This is an optimization exercise on Yosys and OpenROAD, whose aim is small area and a short achievable clock period, not a production implementation.
Where RTL was checked, it was by simulation tests only, not by an equivalence proof against the original.

Setup of the reference run:
Design grad_top, start of the top module:
module grad_top (
    input  wire logic        clk,
    input  wire logic        rst,
    input  wire logic        in_valid,
    input  wire logic        sof,
    input  wire logic [7:0]  pixel,
    output logic             out_valid,
    output logic [32:0]      grad
);
    logic       in_v;
    logic       in_sof;
    logic [7:0] in_pix;
    always_ff @(posedge clk) begin
        in_v   <= in_valid;
        in_sof <= sof;
        in_pix <= pixel;
    end
    logic [7:0] sr [33];
    logic [3:0] col;
    logic [1:0] row;       
    logic [3:0] cur_col;
    logic [1:0] cur_row;
    logic       interior;
    assign cur_col  = in_sof ? 4'd0 : col;
    assign cur_row  = in_sof ? 2'd0 : row;
    assign interior = cur_row[1] && (cur_col[3:1] != 3'd0);
    always_ff @(posedge clk) begin
        if (!rst) begin
            col <= 4'd0;
            row <= 2'd0;
        end else if (in_v) begin
            col <= cur_col + 4'd1;
            if (cur_col == 4'd15 && !cur_row[1])
                row <= cur_row + 2'd1;
            else
                row <= cur_row;
        end
    end
    always_ff @(posedge clk) begin
        if (in_v) begin
            sr[0] <= in_pix;
            for (int i = 1; i < 33; i++)
                sr[i] <= sr[i-1];
        end
    end
    logic [10-1:0] vld;
    always_ff @(posedge clk) begin
        if (!rst)
            vld <= '0;
        else
            vld <= {vld[10-2:0], in_v & interior};
    end
    assign out_valid = vld[10-1];
    logic [8:0] dv, dh;
    logic [7:0] av, ah;
    logic       neg, ovf, hz;
    logic [7:0] dsr;
    assign dv = {1'b0, sr[0]}  - {1'b0, sr[32]};
    assign dh = {1'b0, sr[15]} - {1'b0, sr[17]};
    assign av = dv[8] ? 8'(-dv[7:0]) : dv[7:0];
    assign ah = dh[8] ? 8'(-dh[7:0]) : dh[7:0];
    assign neg = (dv[8] ^ dh[8]) && (av != 8'd0);
    assign ovf = (ah[7:5] == 3'd0) && (av[7:3] >= ah[4:0]) && (av != 8'd0);
    assign hz  = (ah == 8'd0);
    assign dsr = ovf ? 8'd0 : {ah[7:1], ah[0] | hz};
    logic [8:0] dq0_t;
    assign dq0_t = {{3'd0, av[7:3]}, av[2:0][2]};
    logic [8:0] dq0_d;
    logic dq0_ge;
    logic [9:0] dq0_x;
    assign dq0_x = {1'b0, dq0_t} - {1'b0, {1'b0, ah}};
    assign dq0_d = dq0_x[8:0];
  ...
For scale: about 2700 cells after synthesis, roughly 730 flip-flops.
clock: 26.0 ns
lec_check: 0
cap_margin: 20
core_margin: 2
core_utilization: 65
cts_cluster_diameter: 80
cts_cluster_size: 25
slew_margin: 20
standard.sh (not shown) runs the stock make flow with config.mk's settings and CLKGATE_MAP_FILE= SYNTH_SCRIPT=/design/flow/synth_recipe.tcl, a recipe that flattens the netlist after the stock synthesis.
==> flow/flow/run.sh <==
#!/bin/bash
# The standard layout, with the port buffers made from buf_4 cells instead of the
# resizer's default pick (a delay cell), so that the ports are not slowed down.
set -euo pipefail
export BUFFER_PORTS_ARGS="-buffer_cell sky130_fd_sc_hd__buf_4"
bash standard.sh > standard.log 2>&1
Both conditions hold for the reference run: the flow ran to the end and the final layout passed the timing, DRC and antenna checks.
#### Input delta (the trial run over the reference run)
diff --git a/flow/design.v b/flow/design.v
--- a/flow/design.v
+++ b/flow/design.v
@@ -64,25 +64,25 @@
     assign neg = (dv[8] ^ dh[8]) && (av != 8'd0);
     assign ovf = (ah[7:5] == 3'd0) && (av[7:3] >= ah[4:0]) && (av != 8'd0);
     assign hz  = (ah == 8'd0);
     assign dsr = ovf ? 8'd0 : {ah[7:1], ah[0] | hz};
     logic [8:0] dq0_t;
     assign dq0_t = {{3'd0, av[7:3]}, av[2:0][2]};
     logic [8:0] dq0_d;
     logic dq0_ge;
     logic [9:0] dq0_x;
-    assign dq0_x = {1'b0, dq0_t} - {1'b0, {1'b0, ah}};
+    assign dq0_x = {1'b0, dq0_t} - {1'b0, {1'b0, dsr}};
     assign dq0_d = dq0_x[8:0];
     assign dq0_ge = !dq0_x[9];
     logic [7:0] dq0_r;
     assign dq0_r = dq0_ge ? dq0_d[7:0] : dq0_t[7:0];
     logic [0:0] dq0_q;
-    assign dq0_q = {(dq0_ge && av != 8'd0) || ovf};
+    assign dq0_q = {dq0_ge};
     logic [7:0] p1_drem;
     logic [7:0] p1_ndsr;
     logic p1_neg;
     logic p1_dquo;
     logic [2:0] p1_num;
     logic [7:0] p1_av;
     logic [7:0] p1_ah;
     always_ff @(posedge clk) begin
         p1_drem <= dq0_r;
==> comparison <==
- Re data required time at the worst endpoint: the trial run is 5.67 ns up on the reference run.
- The effective utilization at floorplan in the trial run sits 0.64 points below the value recorded for the reference run.
- Last element of the critical path = p1_drem[2]: the trial run; last element of the critical path = out_valid: the reference run
- Diff the reference run and the trial run: overall die height higher in the reference run
- As far as flip-flop and latch count goes, the trial run and the reference run are indistinguishable; the numbers are identical.
- | global-route wire length before repair | the trial run vs the reference run | about 4% lower |
- The trial run vs. the reference run: average vias per placed instance down 0.11.
- Side by side, via count turned out lower in the trial run than in the reference run.
- For the reference run, the worst setup path startpoint was vld[9], unlike the trial run, where it was sr[0][0].
- The trial run against the reference run: clock buffer and inverter area fraction after layout comparable, final worst setup slack now smaller, total routed wire length on the met1 layer now smaller.
Function was not checked in any run of this note: the RTL went through the layout flow alone.

========
Another version of the RTL of grad_top (not shown whole).
For scale: roughly 2400 cells after synthesis, roughly 30000 um^2 of cells after synthesis.
Settings: LEC_CHECK=0, CAP_MARGIN=20, CORE_MARGIN=2, CORE_UTILIZATION=65, CTS_CLUSTER_DIAMETER=80, CTS_CLUSTER_SIZE=25, SLEW_MARGIN=20; clock period 26.0 ns.
Scripts as last shown in full above: flow/flow/run.sh
The first run finished clean.
==> next run, changes <==
--- a/flow/design.v
+++ b/flow/design.v
@@ -70,33 +70,31 @@
     logic [8:0] dq0_d;
     logic dq0_ge;
     logic [9:0] dq0_x;
     assign dq0_x = {1'b0, dq0_t} - {1'b0, {1'b0, ah}};
     assign dq0_d = dq0_x[8:0];
     assign dq0_ge = !dq0_x[9];
     logic [7:0] dq0_r;
     assign dq0_r = dq0_ge ? dq0_d[7:0] : dq0_t[7:0];
     logic [0:0] dq0_q;
     assign dq0_q = {(dq0_ge && av != 8'd0) || ovf};
     logic [7:0] p1_drem;
-    logic p1_hz;
-    logic p1_ovf;
+    logic [7:0] p1_ndsr;
     logic p1_neg;
     logic p1_dquo;
     logic [2:0] p1_num;
     logic [7:0] p1_av;
     logic [7:0] p1_ah;
     always_ff @(posedge clk) begin
         p1_drem <= dq0_r;
-        p1_hz <= hz;
-        p1_ovf <= ovf;
+        p1_ndsr <= ~(dsr);
         p1_neg <= neg;
         p1_dquo <= dq0_q;
         p1_num <= av[2:0];
         p1_av <= av;
         p1_ah <= ah;
     end
     logic sq_w1;
     logic sq_w2;
     assign sq_w1 = (p1_av[0] & p1_av[7]) ^ (p1_av[1] & p1_av[6]);
     assign sq_w2 = (p1_av[0] & p1_av[7]) & (p1_av[1] & p1_av[6]);
     logic sq_w3;
@@ -465,23 +463,23 @@
     assign sqa_ac[15] = sqa_AG14_0;
     assign sqa_s[14] = sqa_ap[14] ^ sqa_ac[14];
     assign sqa_ac[16] = sqa_AG15_0;
     assign sqa_s[15] = sqa_ap[15] ^ sqa_ac[15];
     assign sqa_ac[17] = sqa_AG16_0;
     assign sqa_s[16] = sqa_ap[16] ^ sqa_ac[16];
     assign ssq = sqa_s;
     logic [8:0] dq1_t;
     assign dq1_t = {p1_drem, p1_num[1]};
     logic [8:0] dq1_a, dq1_b;
     assign dq1_a = dq1_t;
-    assign dq1_b = {1'b0, (p1_ovf ? 8'd0 : {p1_ah[7:1], p1_ah[0] | p1_hz})};
+    assign dq1_b = {1'b0, (~p1_ndsr)};
     logic [8:0] dq1_g, dq1_p, dq1_d;
     logic [9:0] dq1_cy;
     logic dq1_ge;
     assign dq1_g[0] = dq1_a[0] & !dq1_b[0];
     assign dq1_p[0] = !(dq1_a[0] ^ dq1_b[0]);
     assign dq1_g[1] = dq1_a[1] & !dq1_b[1];
     assign dq1_p[1] = !(dq1_a[1] ^ dq1_b[1]);
     assign dq1_g[2] = dq1_a[2] & !dq1_b[2];
     assign dq1_p[2] = !(dq1_a[2] ^ dq1_b[2]);
     assign dq1_g[3] = dq1_a[3] & !dq1_b[3];
     assign dq1_p[3] = !(dq1_a[3] ^ dq1_b[3]);
@@ -560,23 +558,23 @@
     assign dq1_d[7] = dq1_p[7] ^ dq1_cy[7];
     assign dq1_d[8] = dq1_p[8] ^ dq1_cy[8];
     assign dq1_ge = dq1_cy[9];
     logic [7:0] dq1_r;
     assign dq1_r = dq1_ge ? dq1_d[7:0] : dq1_t[7:0];
     logic [1:0] dq1_q;
     assign dq1_q = {p1_dquo, dq1_ge};
     logic [8:0] dq2_t;
     assign dq2_t = {dq1_r, p1_num[0]};
     logic [8:0] dq2_a, dq2_b;
     assign dq2_a = dq2_t;
-    assign dq2_b = {1'b0, (p1_ovf ? 8'd0 : {p1_ah[7:1], p1_ah[0] | p1_hz})};
+    assign dq2_b = {1'b0, (~p1_ndsr)};
     logic [8:0] dq2_g, dq2_p, dq2_d;
     logic [9:0] dq2_cy;
     logic dq2_ge;
     assign dq2_g[0] = dq2_a[0] & !dq2_b[0];
     assign dq2_p[0] = !(dq2_a[0] ^ dq2_b[0]);
     assign dq2_g[1] = dq2_a[1] & !dq2_b[1];
     assign dq2_p[1] = !(dq2_a[1] ^ dq2_b[1]);
     assign dq2_g[2] = dq2_a[2] & !dq2_b[2];
     assign dq2_p[2] = !(dq2_a[2] ^ dq2_b[2]);
     assign dq2_g[3] = dq2_a[3] & !dq2_b[3];
     assign dq2_p[3] = !(dq2_a[3] ^ dq2_b[3]);
@@ -640,23 +638,23 @@
     logic [7:0] dq2_r;
     assign dq2_r = dq2_ge ? dq2_d[7:0] : dq2_t[7:0];
     logic [2:0] dq2_q;
     assign dq2_q = {dq1_q, dq2_ge};
     logic [7:0] p2_drem;
     logic [7:0] p2_ndsr;
     logic p2_neg;
     logic [2:0] p2_dquo;
     logic [16:0] p2_srad;
     always_ff @(posedge clk) begin
         p2_drem <= dq2_r;
-        p2_ndsr <= ~((p1_ovf ? 8'd0 : {p1_ah[7:1], p1_ah[0] | p1_hz}));
+        p2_ndsr <= ~((~p1_ndsr));
         p2_neg <= p1_neg;
         p2_dquo <= dq2_q;
         p2_srad <= ssq;
     end
     logic [8:0] dq3_t;
     assign dq3_t = {p2_drem, 1'b0};
     logic [8:0] dq3_a, dq3_b;
     assign dq3_a = dq3_t;
     assign dq3_b = {1'b0, (~p2_ndsr)};
     logic [8:0] dq3_g, dq3_p, dq3_d;
     logic [9:0] dq3_cy;
The new run completed without violations.
Wire length fell by 4.2%.
Synthesized area is about the same.
Setup slack gets worse by 0.0072 ns.
Utilization came out lower by 0.11 points.
Via count falls by 2.8%.
The RTL of the first run of this note was laid out without a check of its function.

-- port drivers added, routing unchanged --
In the flow no input, the clock included, has a driving cell. The finished layouts below were timed again as built, in two steps. Step 1: set_driving_cell puts a clkbuf_16 on clk and a buf_2 on each other input, an assumption about the parent block. Step 2, shift: input delay + t, output delay - t, t = (earliest + latest rising clock arrival at the registers) / 2. This alone moves slack from input paths to output paths. a / b / c = ideal ports / drivers / drivers and shift; a / b = the first two.
run | t, ns | setup WS [ns] | cell pins on the clock port's net
the reference run | 0.629 | 19.769 / 19.711 / 20.306 | 1
the trial run | 0.621 | 19.474 / 19.474 / 19.474 | 1
the first run of note 2 | 0.624 | 19.787 / 19.727 / 20.070 | 1
the second run of note 2 | 0.623 | 19.779 / 19.725 / 20.329 | 1
After both steps setup and hold are still met in every run listed.
